From an optimization exercise on the open Yosys and OpenROAD flow, aimed at small area, a short achievable clock period and few clock cycles per item; shortcuts taken in it are not production practice.
Function was checked by simulation only, so behaviour that the tests miss may differ from the original.

`flow/design.v`:
```
package mulDivOpPkg;
  typedef enum logic [2:0] {
    opMul    = 3'b000,
    opMulh   = 3'b001,
    opMulhsu = 3'b010,
    opMulhu  = 3'b011,
    opDiv    = 3'b100,
    opDivu   = 3'b101,
    opRem    = 3'b110,
    opRemu   = 3'b111
  } opCodeT;
  function automatic logic isDivOp(input logic [2:0] op);
    isDivOp = op[2];
  endfunction
  function automatic logic lOpSigned(input logic [2:0] op);
    lOpSigned = (op == 3'b001) || (op == 3'b100) || (op == 3'b110);
  endfunction
  function automatic logic rOpSigned(input logic [2:0] op);
    rOpSigned = (op == 3'b001) || (op == 3'b010) || (op == 3'b100) || (op == 3'b110);
  endfunction
  function automatic logic wantsHigh(input logic [2:0] op);
    wantsHigh = (op == 3'b001) || (op == 3'b010) || (op == 3'b011);
  endfunction
  function automatic logic wantsRemainder(input logic [2:0] op);
    wantsRemainder = (op == 3'b110) || (op == 3'b111);
  endfunction
endpackage
package mulDivCtrlPkg;
  typedef enum logic [1:0] {
    stIdle,
    stBusy,
    stOffer,
    stRelease
  } stageStateT;
  typedef enum logic [1:0] {
    kIdle,
    kRun,
    kDone
  } kernelStateT;
endpackage
`timescale 1ns/1ps
module mulDivUnit
#(
  parameter int dataWidth = 32
) (
  input  logic                 clk,
  input  logic                 rstN,
  input  logic                 inReq,
  output logic                 inAck,
  input  logic [2:0]           opCode,
  input  logic [dataWidth-1:0] lOp,
  input  logic [dataWidth-1:0] rOp,
  output logic                 outReq,
  input  logic                 outAck,
  output logic [dataWidth-1:0] result,
  output logic                 divByZero,
  output logic                 divOverflow
);
  localparam int W = 37;
  logic sMul, sPrep, sIt, sFin;
  logic [2:0] op;
  logic [33:0] A;       
  logic [33:0] H;       
  logic [31:0] L;       
  logic negN;           
  logic offR;           
  logic [5:0] clzA, clzH;  
  logic [4:0] itc;      
  logic zf;             
  logic negRes;
  logic dzR;
  logic ovR;
  logic b0one, b0two, b0neg, b1one, b1two, b1neg;
  logic isIdle;
  assign isIdle = !(sMul || sPrep || sIt || sFin);
  logic lastMul, lastIt, finishing, outFree, loadPorts, capture;
  assign lastMul = sMul && zf;
  assign lastIt = sIt && zf && !op[1] && !negRes;
  assign finishing = lastMul || lastIt || sFin;
  assign outFree = !outReq && !outAck;
  assign loadPorts = isIdle || (finishing && outFree);
  assign capture = loadPorts && inReq && !inAck;
  logic negD;
  assign negD = A[33];
  logic [W-1:0] aExt, a2Ext;
  assign aExt = {{(W-34){A[33]}}, A};
  assign a2Ext = {aExt[W-2:0], 1'b0};
  logic [W-1:0] in0, in1, in2, pp1;
  assign in1 = ((b0one ? aExt : '0) | (b0two ? a2Ext : '0)) ^ {W{b0neg}};
  assign pp1 = ((b1one ? aExt : '0) | (b1two ? a2Ext : '0)) ^ {W{b1neg}};
  assign in2 = {pp1[W-3:0], b1neg, b1neg};
  assign in0 = {{(W-34){H[33]}}, H};
  logic c0, cin;
  assign c0 = b0neg;
  assign cin = (sMul && b1neg) || (sFin && op[1] && offR);
  logic [W-1:0] csaS, csaC, sum;
  assign csaS = in0 ^ in1 ^ in2;
  assign csaC = {(in0[W-2:0] & in1[W-2:0]) | (in0[W-2:0] & in2[W-2:0]) | (in1[W-2:0] & in2[W-2:0]), c0};
  logic [W:0] pg, pp, gg;
  always_comb begin
    pg = {csaS & csaC, cin};
    pp = {csaS ^ csaC, 1'b0};
    gg = pg;
    for (int l = 0; l < 6; l++) begin
      for (int i = W; i >= 0; i--) begin
        if (((i >> l) & 1) == 1) begin
          gg[i] = gg[i] | (pp[i] & gg[((i >> l) << l) - 1]);
          pp[i] = pp[i] & pp[((i >> l) << l) - 1];
        end
      end
    end
  end
  assign sum = (csaS ^ csaC) ^ gg[W-1:0];
  logic q;
  assign q = sum[W-1] ^ !negN;
  function automatic logic [2:0] booth(input logic [2:0] b);
    booth[2] = b[1] ^ b[0];
    booth[1] = (b[2] & ~b[1] & ~b[0]) | (~b[2] & b[1] & b[0]);
    booth[0] = b[2];
  endfunction
  function automatic logic [5:0] clz32(input logic [31:0] v);
    clz32 = 6'd32;
    for (int i = 0; i < 32; i++) begin
      if (v[i]) clz32 = 6'(31 - i);
    end
  endfunction
  logic [6:0] sh;
  assign sh = {1'b0, clzA} + {6'd0, negN} - {1'b0, clzH};
  logic dzV, ovV;
  assign dzV = clzA[5] && !negD;
  assign ovV = negN && negD && clzA[5] && (H[30:0] == 31'd0);
  logic divOpP, negNP, negDP;
  assign divOpP = opCode[2];
  assign negNP = ((opCode == 3'd4) || (opCode == 3'd6)) && rOp[31];
  assign negDP = ((opCode == 3'd4) || (opCode == 3'd6)) && lOp[31];
  logic [31:0] res;
  always_comb begin
    if (sIt) res = {L[30:0], q};
    else if (sFin || (op == 3'd3)) res = sum[31:0];
    else if (op == 3'd0) res = {sum[3:0], L[31:4]};
    else res = sum[35:4];
  end
  logic [4:0] shC;
  assign shC = sh[4:0] | {5{sh[5]}};
  logic [33:0] aAl;
  always_comb begin
    aAl = A;
    if (shC[0]) aAl = {aAl[32:0], 1'b0};
    if (shC[1]) aAl = {aAl[31:0], 2'b00};
    if (shC[2]) aAl = {aAl[29:0], 4'h0};
    if (shC[3]) aAl = {aAl[25:0], 8'h00};
    if (shC[4]) aAl = {aAl[17:0], 16'h0000};
  end
  always_ff @(posedge clk) begin
    if (!rstN) begin
      sMul <= 1'b0;
      sPrep <= 1'b0;
      sIt <= 1'b0;
      sFin <= 1'b0;
      inAck <= 1'b0;
      outReq <= 1'b0;
    end else begin
      if (capture) begin
        inAck <= 1'b1;
      end else if (!inReq) begin
        inAck <= 1'b0;
      end
      if (finishing && outFree) begin
        outReq <= 1'b1;
      end else if (outAck) begin
        outReq <= 1'b0;
      end
      if (loadPorts) begin
        sMul <= capture && !divOpP;
        sPrep <= capture && divOpP;
        sIt <= 1'b0;
        sFin <= 1'b0;
      end else if (sPrep) begin
        sPrep <= 1'b0;
        sFin <= dzV || sh[6];
        sIt <= !dzV && !sh[6];
      end else if (sIt && !lastIt) begin
        if (zf) begin
          sIt <= 1'b0;
          sFin <= 1'b1;
        end
      end
    end
  end
  always_ff @(posedge clk) begin
    if (finishing && outFree) begin
      result <= res;
      divByZero <= dzR;
      divOverflow <= ovR;
    end
    if (loadPorts) begin
      op <= opCode;
      A <= {{2{mulDivOpPkg::lOpSigned(opCode) && lOp[31]}}, lOp};
      L <= rOp;
      H <= !divOpP ? '0 : {{2{negNP}}, rOp};
      negN <= divOpP && negNP;
      offR <= 1'b0;
      itc <= (opCode == 3'd3) ? 5'd8 : 5'd7;
      zf <= 1'b0;
      clzA <= clz32(negDP ? ~lOp : lOp);
      clzH <= clz32(negNP ? ~rOp : rOp);
      dzR <= 1'b0;
      ovR <= 1'b0;
      {b0one, b0two, b0neg} <= booth({rOp[1:0], 1'b0});
      {b1one, b1two, b1neg} <= booth(rOp[3:1]);
    end else if (sMul) begin
      if (!zf) begin
        H <= {sum[W-1], sum[W-1:4]};
        L <= {sum[3:0], L[31:4]};
        itc <= itc - 5'd1;
        zf <= (itc == 5'd1);
        if ((itc == 5'd1) && (op == 3'd3)) begin
          {b0one, b0two, b0neg} <= booth({2'b00, L[3]});
          {b1one, b1two, b1neg} <= 3'b000;
        end else begin
          {b0one, b0two, b0neg} <= booth(L[5:3]);
          {b1one, b1two, b1neg} <= booth(L[7:5]);
        end
      end
    end else if (sPrep) begin
      L <= 32'd0;
      itc <= shC;
      zf <= (sh == 7'd0);
      negRes <= op[1] ? negN : (negN ^ negD);
      dzR <= dzV;
      ovR <= ovV;
      if (dzV || sh[6]) begin
        if (!op[1]) begin
          A <= {34{dzV}};
          H <= '0;
        end
        {b0one, b0two, b0neg} <= {!op[1], 1'b0, 1'b0};
        {b1one, b1two, b1neg} <= 3'b000;
      end else begin
        A <= aAl;
        {b0one, b0two, b0neg} <= {1'b1, 1'b0, !(negN ^ negD)};
        {b1one, b1two, b1neg} <= {1'b0, 1'b0, negN};
      end
    end else if (sIt && !lastIt) begin
      L <= {L[30:0], q};
      offR <= negN;
      {b1one, b1two, b1neg} <= 3'b000;
      itc <= itc - 5'd1;
      zf <= (itc == 5'd1);
      if (zf && !op[1]) begin
        A <= {2'b00, L[30:0], q};
        H <= '0;
        {b0one, b0two, b0neg} <= 3'b101;
      end else begin
        H <= sum[33:0];
        if (zf) begin
          b0one <= !q;
          b0neg <= negN ^ negD;
        end else begin
          A <= {A[33], A[33:1]};
          b0neg <= !((negN ? q : !q) ^ negD);
        end
      end
    end
  end
endmodule
```
`flow/flow/run.sh`:
```
#!/bin/bash
cp standard.sh standard_sh_copy.log
export BUFFER_PORTS_ARGS="-buffer_cell sky130_fd_sc_hd__buf_2"
bash standard.sh > standard.log 2>&1
```
`flow/standard.sh`:
```
#!/bin/bash
# synth_recipe.tcl (not shown) runs the flow's synth.tcl, then flattens the netlist and writes it again
# the make line also repeats each setting of config.mk as NAME=value (left out here)
make -C /OpenROAD-flow-scripts/flow DESIGN_CONFIG=/design/flow/config.mk WORK_HOME=/design/flow/orfs CLKGATE_MAP_FILE= SYNTH_SCRIPT=/design/flow/synth_recipe.tcl "${@:-finish}"
```
`flow/config.mk`:
```
export PLATFORM = sky130hd
export DESIGN_NAME = mulDivUnit
export DESIGN_NICKNAME = mulDivUnit
export VERILOG_FILES = /design/flow/design.v
export SDC_FILE = /design/flow/constraint.sdc
export NUM_CORES = 4
export LEC_CHECK = 0
export ABC_AREA = 1
export CAP_MARGIN = 20
export CORE_MARGIN = 2
export CORE_UTILIZATION = 40
export CTS_BUF_LIST = sky130_fd_sc_hd__clkbuf_8
export GPL_TIMING_DRIVEN = 0
export SETUP_SLACK_MARGIN = 0.3
export SLEW_MARGIN = 20
```
`flow/constraint.sdc`:
```
create_clock -name core_clock -period 5.0 [get_ports {clk}]
set_input_delay 1.0000 -clock core_clock [delete_from_list [all_inputs] [get_ports {clk}]]
set_output_delay 1.0000 -clock core_clock [all_outputs]
set_load 0.01 [all_outputs]
```
==> summary.md, run 1 <==
| Metric | Value |
|---|---|
| Status | `timing/DRC/antenna clean` |
| R2R Path Start | `b0two$_DFFE_PP_` |
| Post-synth EDFFs | `162` |
| Type of origin of the critical path | `flip-flop` |
| Antenna cell count | `0` |
| Worst min-delay path endpoint | `divByZero$_DFFE_PP_` |
| Hold Buf Count CTS | `0` |
| Routed Antenna Nets | `0` |
| Cell Area, Synth | `15610 um^2` |
| Share of cells above drive strength 1 | `between 10 and 15%` |
| Deepest clock path buffer count | `2` |
| Rel. slew slack | `30.00%` |
| Die height | `slightly above 200 um` |
| Largest net degree at the start of global routing | `32` |
| Max Cap Viol | `0` |
| CP required | `approximately 5.3 ns` |
| Slew of the pin with the lowest slew margin | `between 1 and 1.5 ns` |
| Routed vias/inst | `between 5 and 6` |
| Crit-path max FO | `5` |
| Library cells used by synthesis | `57` |
| Kind of critical path | `reg -> reg` |
| FF+latch count, synth | `between 150 and 200` |
| FF-to-FF End | `result[28]$_DFFE_PP_` |
| Clock Skew | `between 0.02 and 0.025 ns` |
| Via count | `around 16000` |
| Buf/Inv on CP | `3` |
| Clock latency on the worst-skew pair | `approximately 0.54 ns` |
| Drt first pass iters | `6` |
| CTS Root Cell | `clkbuf_8` |
| Die area | `a little over 40000 um^2` |
| GR met2 Demand/Resource | `about 56%` |
| Cells after Synth | `1982` |
| Slowest-stage cell, CP | `fa_1` |
| CP arrival | `about 4.9 ns` |
| Overflow after GRT | `0` |
| Most frequent cells in the layout | `nand2_1, inv_1, edfxtp_1` |
| Die width | `around 200 um` |
| First-pass GRT wire length | `approximately 100 mm` |
| CORE AREA | `38560 um^2` |
| Initial Util | `40.49%` |
| Final WL | `~70 mm` |
| Mean routed wirelength per cell | `26.26 um` |
| Antenna violations before repair | `2` |
| CTS clk-pin slew, worst paths | `about 0.10 ns` |
| Final period utilization | `just over 90%` |
| Dpl hpwl | `about 58 mm` |
| Register area share after synthesis | `32.45%` |
| Max Slew Vio Count | `0` |
| Min cycle time layout | `between 4 and 5 ns` |
| Drt initial violations | `about 1800` |
| RSZ-0062 raised after global routing | `true` |
| Yosys warns | `1` |
| Final setup fails | `0` |
| Core Util, Final | `46.49%` |
| R2R setup slack | `approximately 0.36 ns` |
| Port Buf Inserts | `106` |
| Hold path start | `dzR$_SDFFE_PN0P_` |
| Asr flop ratio synth | `0%` |
| IO Pins | `about 110` |
| TritonCTS clock tree | `done` |
| Final net count | `between 2000 and 2500` |
| GRT Total Usage | `34.02%` |
| Register area | `roughly 5100 um^2` |
| P&R area growth vs syn | `14.83%` |
| Vias in the first global route | `between 15000 and 20000` |
| Mapped Avg Cell Area | `a little under 8 um^2` |
| RePlAce Congestion | `0.9912` |
| Primary FF master, synth | `edfxtp_1` |
| TritonCTS Buffers | `17` |
| Placement Rows | `between 70 and 80` |
| Syn nets | `2147` |
| R2R depth | `20` |
| Max Fclk | `between 0.2 and 0.25 GHz` |
| CTS sink cnt | `approximately 170` |
| Final hold vios | `0` |
| Area taken by multi-input logic gates | `between 9000 and 10000 um^2` |
| Met3 usage | `5.928%` |
| Residual DRC | `0` |
| Hold Path Depth | `0` |
| Crit path max-delay family | `compound AO/OA/AOI/OAI gates` |
| Global route hottest layer | `met2` |
| CTS H-tree depth | `4` |
| CP max stage delay | `around 0.60 ns` |
| Cell chain of the critical path | `inv_4 -> clkbuf_16 -> buf_6 -> o22ai_1 -> xor2_1 -> fa_1 -> ha_4 -> a21oi_2 -> nor3_1 -> a211oi_2 -> o21ai_1 -> a21oi_1 -> o21bai_2 -> a21oi_4 -> o21ai_4 -> fa_2 -> xnor2_4 -> o211ai_1 -> o211ai_1 -> o21ai_1` |
| Commonest non-fill, non-tap cell in the layout | `nand2_1` |
| Fin cells | `about 2700` |
| Dpl cells | `2612` |
| Number of fill cells in the layout | `between 3000 and 4000` |
| Met1 Usage GRT | `about 43%` |
| Hold Path Class | `reg -> reg` |
| Critical path endpoint category | `flip-flop` |
-- layout make-up --
type | count | area share [%]
clock inverter | 15 | 0.7678
timing repair buffer | 134 | 4.621
tap | 518 | 3.616
sequential | 172 | 28.26
inverter | 236 | 4.984
multi-input combinational | 1462 | 53.16
clock buffer | 17 | 1.305
buffer | 112 | 3.295
-- how the worst max path moves through the flow --
stage          depth (start not counted)                    to        startpoint  slack (ns)
2_1_floorplan                         23  result[28]$_DFFE_PP_   b0neg$_DFFE_PP_        0.46
3_3_place_gp                          12       A[23]$_DFFE_PP_  sIt$_SDFFE_PP0P_       -1.83
4_1_cts                               24  result[28]$_DFFE_PP_   b0two$_DFFE_PP_        0.26
3_5_place_dp                          23  result[27]$_DFFE_PP_   b0neg$_DFFE_PP_       -1.05
6_report                              20  result[28]$_DFFE_PP_   b0two$_DFFE_PP_        0.36
5_1_grt                               19  result[28]$_DFFE_PP_   b1two$_DFFE_PP_        0.20
-- synthesized netlist by cell type, drive strengths merged, types with 41 or more instances --
master  number  area share (%)
nand2      384             9.2
inv        236             5.7
o21ai      228             7.4
edfxtp     162              31
xor2       141             8.1
nor2       124             3.1
a21oi       84             2.8
o22ai       74             3.0
clkbuf      70             1.7
a22oi       56             2.7
ha          51             4.1
fa          43             5.5
o211ai      43             2.1
buf         42             1.4
nand3       42             1.4
o221ai      41             2.3
-- stage by stage --
stage / hold slack, ns / setup TNS, ns / worst slack [ns] / cell area [um^2]
finish: 0.4517 / 0 / 0.3617 / 17920
global route: 0.4618 / 0 / 0.2015 / 17920
CTS: 0.4474 / 0 / 0.2603 / 17640
detailed placement: 0.4225 / -23.38 / -1.047 / 16950
global placement: 0.4135 / -271.10 / -1.832 / 16800
floorplan: 0.4086 / 0 / 0.4568 / 15620
-- state kept, by name, indices dropped and copies added (netlist names), 3 cells and up --
signal	cells
A	34
itc	5
result	32
clzH	6
clzA	6
L	32
op	3
H	34
-- cells by family (layout without fill, tap and decap cells) --
logic type                 count (synthesis)  count (layout)  share of synthesized area [%]
xor gates and xnor gates                 152             152                          8.697
buffers and inverters                    348             514                          8.729
adders and majority gates                 94              94                          9.602
muxes                                     25              25                          1.603
and+or+nand+nor                          610             610                          16.02
AOI/OAI and AO/OA                        581             581                          22.90
DFF                                      172             172                          32.45
-- routing by layer --
metal | up-vias | share of wire, %
met5 | - | 0.047
met4 | 4 | 5.4
met3 | 164 | 7.9
met2 | 857 | 47
met1 | 7651 | 40
li1 | 7213 | -
-- timing repair --
item                                    CTS  global route
pin swaps                                18            32
endpoints found under the setup margin   62            44
buffers inserted                         16             6
gates resized for setup                  66            74
endpoints found under the hold margin     0             0
Testbench counts, summed over its fixed seeds: cycles 15,179, items 2,048.
==> inputs of run 2 (changes only) <==
--- a/flow/config.mk
+++ b/flow/config.mk
@@ -8,8 +8,7 @@
 export ABC_AREA = 1
 export CAP_MARGIN = 20
 export CORE_MARGIN = 2
-export CORE_UTILIZATION = 40
+export CORE_UTILIZATION = 50
 export CTS_BUF_LIST = sky130_fd_sc_hd__clkbuf_8
-export GPL_TIMING_DRIVEN = 0
 export SETUP_SLACK_MARGIN = 0.3
 export SLEW_MARGIN = 20
==> run 2 against run 1 <==
Compared with the run above: via count decreased by 2.1%; first-iteration DRC count up 41%; still clean on timing, DRC and antenna; final area shrank 3.3%; highest routed layer is now met4.
==> summary.md, run 2 <==
| Metric | Value |
|---|---|
| Status | `timing/DRC/antenna clean` |
| Crit-path max FO | `6` |
| CTS Root Cell | `clkbuf_8` |
| Critical Path Most Common Cell | `o21ai_0` |
| Share of cells above drive strength 1 | `13.31%` |
| Count leader, synth | `nand2_1` |
| Drt first pass iters | `7` |
| RSZ-0062 raised after global routing | `true` |
| Most frequent cells in the layout | `nand2_1, inv_1, o21ai_0` |
| Hold Path Class | `reg -> reg` |
| Top-area cell type share of the netlist area | `between 30% and 40%` |
| Type of origin of the critical path | `flip-flop` |
| Met3 WL | `6.907 mm` |
| Commonest non-fill, non-tap cell in the layout | `nand2_1` |
| Cell Area, Synth | `approximately 16000 um^2` |
| Area taken by multi-input logic gates | `roughly 9400 um^2` |
| RePlAce Congestion | `around 1` |
| CP max stage delay | `0.48 ns` |
| Clock latency on the worst-skew pair | `about 0.52 ns` |
| P&R area growth vs syn | `11.09%` |
| Cell taking the most area after synthesis | `edfxtp_1` |
| Largest net degree at the start of global routing | `60` |
| Rel. slew slack | `40.30%` |
| Final WL | `slightly above 60 mm` |
| Placement Rows | `64` |
| Min cycle time layout | `4.560 ns` |
| Cell chain of the critical path | `clkinvlp_4 -> buf_12 -> clkbuf_2 -> o22ai_2 -> xor2_1 -> fa_1 -> ha_4 -> a21oi_2 -> nor3_1 -> a211oi_2 -> o21ai_0 -> a21oi_1 -> o21bai_2 -> a21oi_4 -> o21ai_2 -> nand2_1 -> nand2_1 -> a21o_1 -> xnor2_2 -> inv_2 -> o21ai_0 -> o21ai_0 -> nand2_1 -> o21ai_0` |
| Metal2 WL | `26.86 mm` |
| Core Util, Final | `a little under three fifths` |
| Post-synth EDFFs | `roughly 160` |
| Vias in the first global route | `approximately 14000` |
| Mapped Avg Cell Area | `between 7 and 8 um^2` |
| Residual DRC | `0` |
| Synth cell count leaders | `nand2_1, inv_1, o21ai_0, edfxtp_1, xor2_1` |
| CTS clk-pin slew, worst paths | `roughly 0.11 ns` |
| Primary FF master, synth | `edfxtp_1` |
| Clock Skew | `0.02040 ns` |
| Max Cap Viol | `0` |
| Library cells used by synthesis | `57` |
| Cells after Synth | `1982` |
| Kind of critical path | `reg -> reg` |
| Final period utilization | `91.20%` |
| Max Slew Vio Count | `0` |
| Initial Util | `between 50% and 60%` |
| Largest regs | `A: 34 flops, H: 34 flops` |
| Hold Buf Count CTS | `0` |
| Drt initial violations | `between 2000 and 3000` |
| TritonCTS Buffers | `17` |
| Buf/Inv on CP | `4` |
| Register area | `5065 um^2` |
| Number of fill cells in the layout | `around 2900` |
| Register area share after synthesis | `roughly a third` |
| CP required | `5.23 ns` |
| Asr flop ratio synth | `0%` |
| Slowest-stage cell, CP | `fa_1` |
| Yosys warns | `1` |
| Port Buf Inserts | `106` |
| Final hold vios | `0` |
| Dpl hpwl | `48.37 mm` |
| Final net count | `~2200` |
| Max Fclk | `approximately 0.22 GHz` |
| Top sig layer | `met4` |
| Syn nets | `about 2100` |
| Routed Antenna Nets | `0` |
| Deepest clock path buffer count | `2` |
| Overflow after GRT | `0` |
| Crit path max-delay family | `compound AO/OA/AOI/OAI gates` |
| Antenna violations before repair | `0` |
| TritonCTS clock tree | `done` |
| First-pass GRT wire length | `~89 mm` |
| Slew of the pin with the lowest slew margin | `a little under 0.9 ns` |
| Routed vias/inst | `roughly 6.3` |
| Die width | `180.7 um` |
| Die height | `~180 um` |
| CORE AREA | `30670 um^2` |
| Final setup fails | `0` |
| Hold Slack | `0.4682 ns` |
| Die area | `32650 um^2` |
| Most area-consuming cells after synthesis | `edfxtp_1, nand2_1, xor2_1` |
| Mean routed wirelength per cell | `24.93 um` |
| FF+latch count, synth | `roughly 170` |
| Via count | `about 16000` |
| IO Pins | `between 100 and 150` |
| Met1 Routed Length | `25.70 mm` |
| Final setup TNS | `0 ns` |
| Critical path endpoint category | `flip-flop` |
| CTS H-tree depth | `4` |
| GRT Total Usage | `a little under two fifths` |
| CP arrival | `4.79 ns` |
| CTS sink cnt | `172` |
run 2: cell types whose count changed in the layout (fill, tap and decap cells not counted), sizes merged:
cell	previous run	this run
clkinvlp	1	4
clkbuf	81	18
bufinv	1	2
inv	245	241
diode	0	1
buf	182	171
run 2: worst paths after layout:
| path | end | slack (ns) | depth (start not counted) | start |
|---|---|---|---|---|
| worst max-delay path | result[24]$_DFFE_PP_ | 0.44 | 24 | b1one$_DFFE_PP_ |
| worst min-delay path | divOverflow$_DFFE_PP_ | 0.47 | 0 | ovR$_SDFFE_PN0P_ |
| worst max register to register | result[24]$_DFFE_PP_ | 0.44 | 24 | b1one$_DFFE_PP_ |
| worst min register to register | divOverflow$_DFFE_PP_ | 0.47 | 0 | ovR$_SDFFE_PN0P_ |
run 2: cell families (layout without fill, tap and decap cells):
logic type	count (synthesis)	in the layout	synth area share, %
AND/OR/NAND/NOR	610	610	16.02
flip-flops	172	172	32.45
other	0	1	0
adder cells (fa/ha/maj)	94	94	9.602
AO/OA/AOI/OAI	581	581	22.90
XOR/XNOR	152	152	8.697
buffers and inverters	348	440	8.729
multiplexers	25	25	1.603
run 2: layout make-up:
class	count	share of cell area, %
well taps	396	2.857
clock inverters	15	0.9308
diodes	1	0.01443
multi-input cells	1462	54.23
flip-flops and latches	172	29.21
inverters	236	5.152
repair buffers	172	6.256
clock buffers	17	1.349
run 2: repair_timing:
action                     CTS  global route
setup endpoints to repair    0            37
gates resized for setup      0            48
setup buffers                0            19
hold endpoints to repair     0             0
run 2: stage by stage:
stage	cell area (um^2)	instances	setup WS (ns)
2_1_floorplan	15620	1982	0.4568
4_1_cts	16970	2451	0.3597
5_1_grt	17340	2470	0.2366
3_5_place_dp	16580	2419	0.4064
3_3_place_gp	16570	2418	0.3538
6_report	17340	2471	0.4401
run 2: metal layers:
| layer | up-vias | global-route usage (%) |
|---|---|---|
| met5 | - | 0 |
| met4 | 0 | 12.29 |
| met3 | 121 | 8.446 |
| met2 | 976 | 54.22 |
| met1 | 7381 | 53.02 |
| li1 | 7075 | - |
==> inputs of run 3 (changes only) <==
--- a/flow/config.mk
+++ b/flow/config.mk
@@ -8,7 +8,8 @@
 export ABC_AREA = 1
 export CAP_MARGIN = 20
 export CORE_MARGIN = 2
-export CORE_UTILIZATION = 50
+export CORE_UTILIZATION = 40
 export CTS_BUF_LIST = sky130_fd_sc_hd__clkbuf_8
 export SETUP_SLACK_MARGIN = 0.3
 export SLEW_MARGIN = 20
+export TNS_END_PERCENT = 5
==> run 3 against run 2 <==
Compared with the run above: non-clock buffer count down 13; register-to-register slack better by 0.05 ns; first-iteration DRC count down 20%; sequential cell count unchanged; die area increased by 24%; synthesized cell count unchanged; final area down 0.20%; critical path depth down 2; clock skew fell by 0.0011 ns; critical path type unchanged.
==> summary.md, run 3 <==
| Metric | Value |
|---|---|
| Area taken by multi-input logic gates | `approximately 9300 um^2` |
| CTS Root Cell | `clkbuf_8` |
| Die height | `a little over 200 um` |
| CTS H-tree depth | `4` |
| Die area | `roughly 40000 um^2` |
| Hold Buf Count CTS | `0` |
| GRT Total Usage | `between 20% and 30%` |
| Port Buf Inserts | `106` |
| Drt initial violations | `roughly 2000` |
| R2R setup slack | `between 0.4 and 0.5 ns` |
| Type of origin of the critical path | `flip-flop` |
| Antenna cell count | `0` |
| Max Cap Viol | `0` |
| Slew of the pin with the lowest slew margin | `approximately 0.9 ns` |
| Routed Antenna Nets | `0` |
| CTS clk-pin slew, worst paths | `0.10 ns` |
| Final WL | `approximately 60 mm` |
| Share of cells above drive strength 1 | `between 10% and 20%` |
| Final hold vios | `0` |
| Antenna violations before repair | `1` |
| Hold Path Class | `reg -> reg` |
| Mean routed wirelength per cell | `roughly 23 um` |
| CORE AREA | `just under 40000 um^2` |
| Cell taking the most area after synthesis | `edfxtp_1` |
| Via count | `roughly 15000` |
| Residual DRC | `0` |
| Post-route cell area | `around 17000 um^2` |
| Rel. slew slack | `approximately two fifths` |
| Register area | `between 5000 and 6000 um^2` |
| Clock latency on the worst-skew pair | `about 0.53 ns` |
| Clock Skew | `0.01925 ns` |
| Max Fclk | `roughly 0.22 GHz` |
| Mapped Avg Cell Area | `between 7 and 8 um^2` |
| Dpl hpwl | `47.07 mm` |
| Min cycle time layout | `4.510 ns` |
| Final setup fails | `0` |
| Commonest non-fill, non-tap cell in the layout | `nand2_1` |
| Final period utilization | `90.20%` |
| FF+latch count, synth | `approximately 170` |
| Largest regs | `A: 34 flops, H: 34 flops` |
| Syn nets | `~2100` |
| Largest net degree at the start of global routing | `68` |
| Critical path launch point | `b0one$_DFFE_PP_` |
| Routed vias/inst | `just under 6` |
| Vias in the first global route | `14310` |
| Count leader, synth | `nand2_1` |
| Placed Area | `16740 um^2` |
| Library cells used by synthesis | `57` |
| Crit-path max FO | `32` |
| TritonCTS clock tree | `done` |
| CP arrival | `~4.8 ns` |
| RSZ-0062 raised after global routing | `true` |
| Post-synth EDFFs | `162` |
| Asr flop ratio synth | `0%` |
| P&R area growth vs syn | `10.86%` |
| Final setup TNS | `0 ns` |
| Overflow after GRT | `0` |
| Number of fill cells in the layout | `3974` |
| Cells after Synth | `about 2000` |
| Primary FF master, synth | `edfxtp_1` |
| CTS sink cnt | `172` |
| Hold path start | `ovR$_SDFFE_PN0P_` |
| IO Pins | `roughly 110` |
| TritonCTS Buffers | `17` |
| Most frequent cells in the layout | `nand2_1, inv_1, o21ai_0` |
| CP max stage delay | `between 0.4 and 0.5 ns` |
| Max Slew Vio Count | `0` |
| First-pass GRT wire length | `89.00 mm` |
| CP required | `5.25 ns` |
| Status | `timing/DRC/antenna clean` |
| Drt first pass iters | `5` |
| Initial Util | `40.49%` |
| Synth cell count leaders | `nand2_1, inv_1, o21ai_0, edfxtp_1, xor2_1` |
| Top-area cell type share of the netlist area | `31.16%` |
| Cell Area, Synth | `around 16000 um^2` |
| Register area share after synthesis | `approximately 32%` |
| R2R Path Start | `b0one$_DFFE_PP_` |
| Most area-consuming cells after synthesis | `edfxtp_1, nand2_1, xor2_1` |
| Kind of critical path | `reg -> reg` |
| Placement Rows | `slightly above 70` |
| Yosys warns | `1` |
| RePlAce Congestion | `between 0.9 and 1` |
| Cell chain of the critical path | `inv_1 -> buf_12 -> o22ai_1 -> xor2_1 -> fa_1 -> ha_1 -> a21oi_2 -> o21ai_2 -> nand2_1 -> nand2_1 -> nand2_1 -> nand2_2 -> a21boi_4 -> o21ai_4 -> a21oi_4 -> o21ai_2 -> fa_1 -> xnor2_1 -> buf_4 -> o211ai_1 -> o211ai_1 -> o21ai_0` |
| Die width | `201.5 um` |
| Deepest clock path buffer count | `2` |
| Critical path endpoint category | `flip-flop` |
| Slowest-stage cell, CP | `fa_1` |
| Critical Path Most Common Cell | `nand2_1` |
| Final net count | `approximately 2200` |
[run 3: area by class of cell]
cell class / count / area share (%)
repair inverters: 1 / 0.02892
well taps: 518 / 3.745
repair buffers: 159 / 5.719
flip-flops and latches: 172 / 29.27
inverters: 236 / 5.141
multi-input cells: 1462 / 53.56
clock inverters: 15 / 1.186
clock buffers: 17 / 1.352
[run 3: cells by family after synthesis]
| kind of cell | after synthesis | synth area share [%] |
|---|---|---|
| adders and majority gates | 94 | 9.602 |
| AOI/OAI and AO/OA | 581 | 22.90 |
| buffers and inverters | 348 | 8.729 |
| muxes | 25 | 1.603 |
| xor gates and xnor gates | 152 | 8.697 |
| and+or+nand+nor | 610 | 16.02 |
| DFF | 172 | 32.45 |
[run 3: final timing paths]
path,cells past startpoint,end
min reg2reg,0,divOverflow$_DFFE_PP_
max reg2reg,22,result[28]$_DFFE_PP_
max,22,result[28]$_DFFE_PP_
min,0,divOverflow$_DFFE_PP_
[run 3: what timing repair did]
item	in CTS	in global routing
setup endpoints to repair	0	34
gates resized for setup	0	13
buffers inserted	0	8
[run 3: metal layers]
layer | share of wire, % | global-route usage, % | vias up
met1 | 44 | 41.31 | 7353
met4 | 2.3 | 7.616 | 2
met2 | 45 | 45.94 | 782
met5 | 0.022 | 0 | -
met3 | 8.3 | 4.778 | 96
li1 | - | - | 7042
[run 3: worst max-delay path, delay by kind of cell, from the launching register on]
| family | cells | cell delay (ns) |
|---|---|---|
| xor gates and xnor gates | 2 | 0.41 |
| DFF | 1 | 0.44 |
| AOI/OAI and AO/OA | 10 | 1.30 |
| and+or+nand+nor | 4 | 0.33 |
| adders and majority gates | 3 | 1.24 |
| buffers and inverters | 3 | 0.50 |
[run 3: through the flow]
step                worst slack (ns)  std cells  hold WS [ns]  util [%]
finish                        0.4899       2580        0.4494     44.88
global route                  0.2395       2580        0.4703     44.88
CTS                           0.3694       2571        0.4571     44.55
detailed placement            0.3711       2539        0.4229     43.42
global placement              0.4693       2539        0.4192     43.42
floorplan                   0.005867       1982        0.4086         -
==> inputs of run 4 (changes only) <==
--- a/flow/config.mk
+++ b/flow/config.mk
@@ -6,10 +6,9 @@
 export NUM_CORES = 4
 export LEC_CHECK = 0
 export ABC_AREA = 1
-export CAP_MARGIN = 20
+export CAP_MARGIN = 5
 export CORE_MARGIN = 2
 export CORE_UTILIZATION = 40
 export CTS_BUF_LIST = sky130_fd_sc_hd__clkbuf_8
 export SETUP_SLACK_MARGIN = 0.3
-export SLEW_MARGIN = 20
-export TNS_END_PERCENT = 5
+export SLEW_MARGIN = 5
==> run 4 against run 3 <==
Compared with the run above: via count is 0.43% higher; utilization shrank 0.34 points; maximum frequency down 0.53%; non-clock buffer count is 6 lower; final area down 0.76%; critical path depth decreased by 1; cell count is 0.31% lower; wire length increased by 0.55%; first-iteration DRC count is 8.1% higher; worst hold slack worse by 0.0092 ns; worst setup slack got worse by 0.024 ns; critical endpoint is now result[12]$_DFFE_PP_.
==> summary.md, run 4 <==
| Metric | Value |
|---|---|
| Fraction of synthesized area in multiplexers | `under 10%` |
| Yosys warns | `1` |
| Die height | `~200 um` |
| Largest regs | `A: 34 flops, H: 34 flops` |
| Drt initial violations | `between 2000 and 2500` |
| R2R Path Start | `A[1]$_DFFE_PP_` |
| Synth cell count leaders | `nand2_1, inv_1, o21ai_0, edfxtp_1, xor2_1` |
| Dpl ws | `around 0.38 ns` |
| Final hold vios | `0` |
| Antenna cell count | `0` |
| Commonest non-fill, non-tap cell in the layout | `nand2_1` |
| Final period utilization | `about 90%` |
| CP arrival | `~4.8 ns` |
| GRT Total Usage | `a little under 30%` |
| Min cycle time layout | `between 4 and 5 ns` |
| Fin cells | `between 2000 and 3000` |
| Number of fill cells in the layout | `about 4000` |
| P&R area growth vs syn | `10.02%` |
| Synth Area in Compound Gates | `a little under a quarter` |
| Final setup margin | `0.4659 ns` |
| CTS clk-pin slew, worst paths | `about 0.1 ns` |
| Largest net degree at the start of global routing | `70` |
| Cell Area, Synth | `15610 um^2` |
| Cell taking the most area after synthesis | `edfxtp_1` |
| Asr flop ratio synth | `0%` |
| Clock Skew | `between 0.015 and 0.02 ns` |
| Cells after Synth | `about 2000` |
| Slew of the pin with the lowest slew margin | `~0.92 ns` |
| Die width | `about 200 um` |
| Final WL | `just over 60 mm` |
| RePlAce Congestion | `about 0.95` |
| Post-synthesis xor/xnor area fraction | `approximately 8.7%` |
| IO Pins | `107` |
| Post-synth EDFFs | `about 160` |
| Hold Slack | `0.4402 ns` |
| Share of cells above drive strength 1 | `11.30%` |
| Count leader, synth | `nand2_1` |
| Library cells used by synthesis | `between 50 and 60` |
| CORE AREA | `between 30000 and 40000 um^2` |
| CTS Root Cell | `clkbuf_8` |
| R2R setup slack | `~0.47 ns` |
| RSZ-0062 raised after global routing | `true` |
| Top-area cell type share of the netlist area | `a little under a third` |
| Drt first pass iters | `8` |
| Max Cap Viol | `0` |
| Vias in the first global route | `14550` |
| Final net count | `2207` |
| Max Fclk | `~0.22 GHz` |
| Final setup TNS | `0 ns` |
| Mapped Avg Cell Area | `about 7.9 um^2` |
| CTS H-tree depth | `4` |
| TritonCTS clock tree | `done` |
| Type of origin of the critical path | `flip-flop` |
| Routed vias/inst | `5.964` |
| Via count | `around 15000` |
| Most area-consuming cells after synthesis | `edfxtp_1, nand2_1, xor2_1` |
| Placed Area | `16710 um^2` |
| Dpl hpwl | `between 40 and 50 mm` |
| Placement Rows | `between 70 and 80` |
| Hold path start | `dzR$_SDFFE_PN0P_` |
| Kind of critical path | `reg -> reg` |
| Clock latency on the worst-skew pair | `around 0.54 ns` |
| Syn nets | `around 2100` |
| FF+latch count, synth | `approximately 170` |
| Die area | `between 40000 and 50000 um^2` |
| Adder-Cell Fraction of Synth Area | `between 9 and 10%` |
| Critical path endpoint category | `flip-flop` |
| First-pass GRT wire length | `between 80 and 90 mm` |
| Rel. slew slack | `between 30% and 40%` |
| CP required | `around 5.3 ns` |
| Register area share after synthesis | `between 30% and 40%` |
| CTS sink cnt | `172` |
| Post-route cell area | `between 15000 and 20000 um^2` |
| Deepest clock path buffer count | `2` |
| Port Buf Inserts | `~110` |
| Overflow after GRT | `0` |
| Core Util, Final | `around 45%` |
| Most frequent cells in the layout | `nand2_1, inv_1, o21ai_0` |
| Max Slew Vio Count | `0` |
| Dpl cells | `between 2000 and 3000` |
| Hold Path Class | `reg -> reg` |
| Simple-gate share of the synthesized area | `between 10% and 20%` |
| Initial Util | `approximately two fifths` |
| Routed Antenna Nets | `0` |
| Antenna violations before repair | `2` |
| Critical path launch point | `A[1]$_DFFE_PP_` |
| Mean routed wirelength per cell | `23.45 um` |
| Crit-path max FO | `5` |
| Status | `timing/DRC/antenna clean` |
| Main combinational cell family by area after synthesis | `compound AO/OA/AOI/OAI gates` |
| Final setup fails | `0` |
| Residual DRC | `0` |
| Primary FF master, synth | `edfxtp_1` |
| TritonCTS Buffers | `17` |
## run 4: cell counts after synthesis
No cell type changed its count.
## run 4: area by class of cell
cell class              count  area, um^2  share of cell area, %
clock inverters            14       120.1                 0.6994
repair buffers            153       952.2                  5.544
inverters                 236       885.9                  5.158
flip-flops and latches    172        5065                  29.49
clock buffers              17       234.0                  1.362
multi-input cells        1462        9269                  53.97
well taps                 518       648.1                  3.774
## run 4: cell families after synthesis
| family | count (synthesis) |
|---|---|
| mux | 25 |
| flops | 172 |
| buf+inv | 348 |
| fa+ha+maj | 94 |
| simple gates | 610 |
| xor+xnor | 152 |
| compound gates | 581 |
## run 4: worst max-delay path: stages, from the launching register on
cell      delay (ns)
edfxtp_1        0.39
inv_2           0.08
buf_4           0.15
o22ai_1         0.22
xor2_1          0.20
fa_1            0.45
ha_1            0.33
a21oi_2         0.21
o21ai_2         0.07
nand2_1         0.08
nand2_1         0.08
nand2_1         0.08
nand2_2         0.09
a21boi_4        0.21
o21ai_4         0.12
buf_4           0.17
fa_1            0.43
xnor2_1         0.26
buf_4           0.21
o21ai_0         0.08
o221ai_1        0.18
o21ai_0         0.16
## run 4: per-layer routing
| metal | part of all wire, % | routed length, um | GRT usage [%] |
|---|---|---|---|
| met1 | 42 | 25510 | 40.65 |
| met5 | 0.032 | 19 | 0 |
| met3 | 10 | 6172 | 6.333 |
| met2 | 45 | 26860 | 45.57 |
| met4 | 2.9 | 1755 | 9.716 |
## run 4: path summary, 6_finish.rpt
kind                                              to  cells after the start
worst max-delay path            result[12]$_DFFE_PP_                     21
worst min register to register   divByZero$_DFFE_PP_                      0
worst max register to register  result[12]$_DFFE_PP_                     21
worst min-delay path             divByZero$_DFFE_PP_                      0
## run 4: repair_timing
| action | CTS | global route |
|---|---|---|
| endpoints found under the hold margin | 0 | 0 |
| gates resized for setup | 0 | 20 |
| setup endpoints to repair | 0 | 34 |
| buffers inserted | 0 | 4 |
| hold buffers | 0 | 0 |

static timing again, ports no longer ideal:
The results above use ideal ports. As a check the final layouts listed here were re-extracted and re-timed, cells and wires unchanged. Step 1, drivers: a clkbuf_16 drives clk and a buf_2 each remaining input, both assumed. Step 2 adds t to the input delays and takes it off the output delays; t is the mean of the earliest and latest rising clock arrival at the registers after step 1. Input paths then give back, and output paths get back, about the clock's delay inside the block. Three values: ideal, step 1, step 2; two values: the first two.
| run | t (ns) | setup slack, ns | hold WS [ns] |
|---|---|---|---|
| run 1 | 0.581 | 0.362 / 0.362 / 0.362 | 0.452 / 0.452 / 0.452 |
| run 2 | 0.559 | 0.440 / 0.440 / 0.440 | 0.468 / 0.468 / 0.468 |
| run 3 | 0.569 | 0.490 / 0.490 / 0.490 | 0.449 / 0.449 / 0.449 |
| run 4 | 0.576 | 0.466 / 0.466 / 0.466 | 0.440 / 0.440 / 0.440 |
After both steps setup and hold are still met in every run listed.
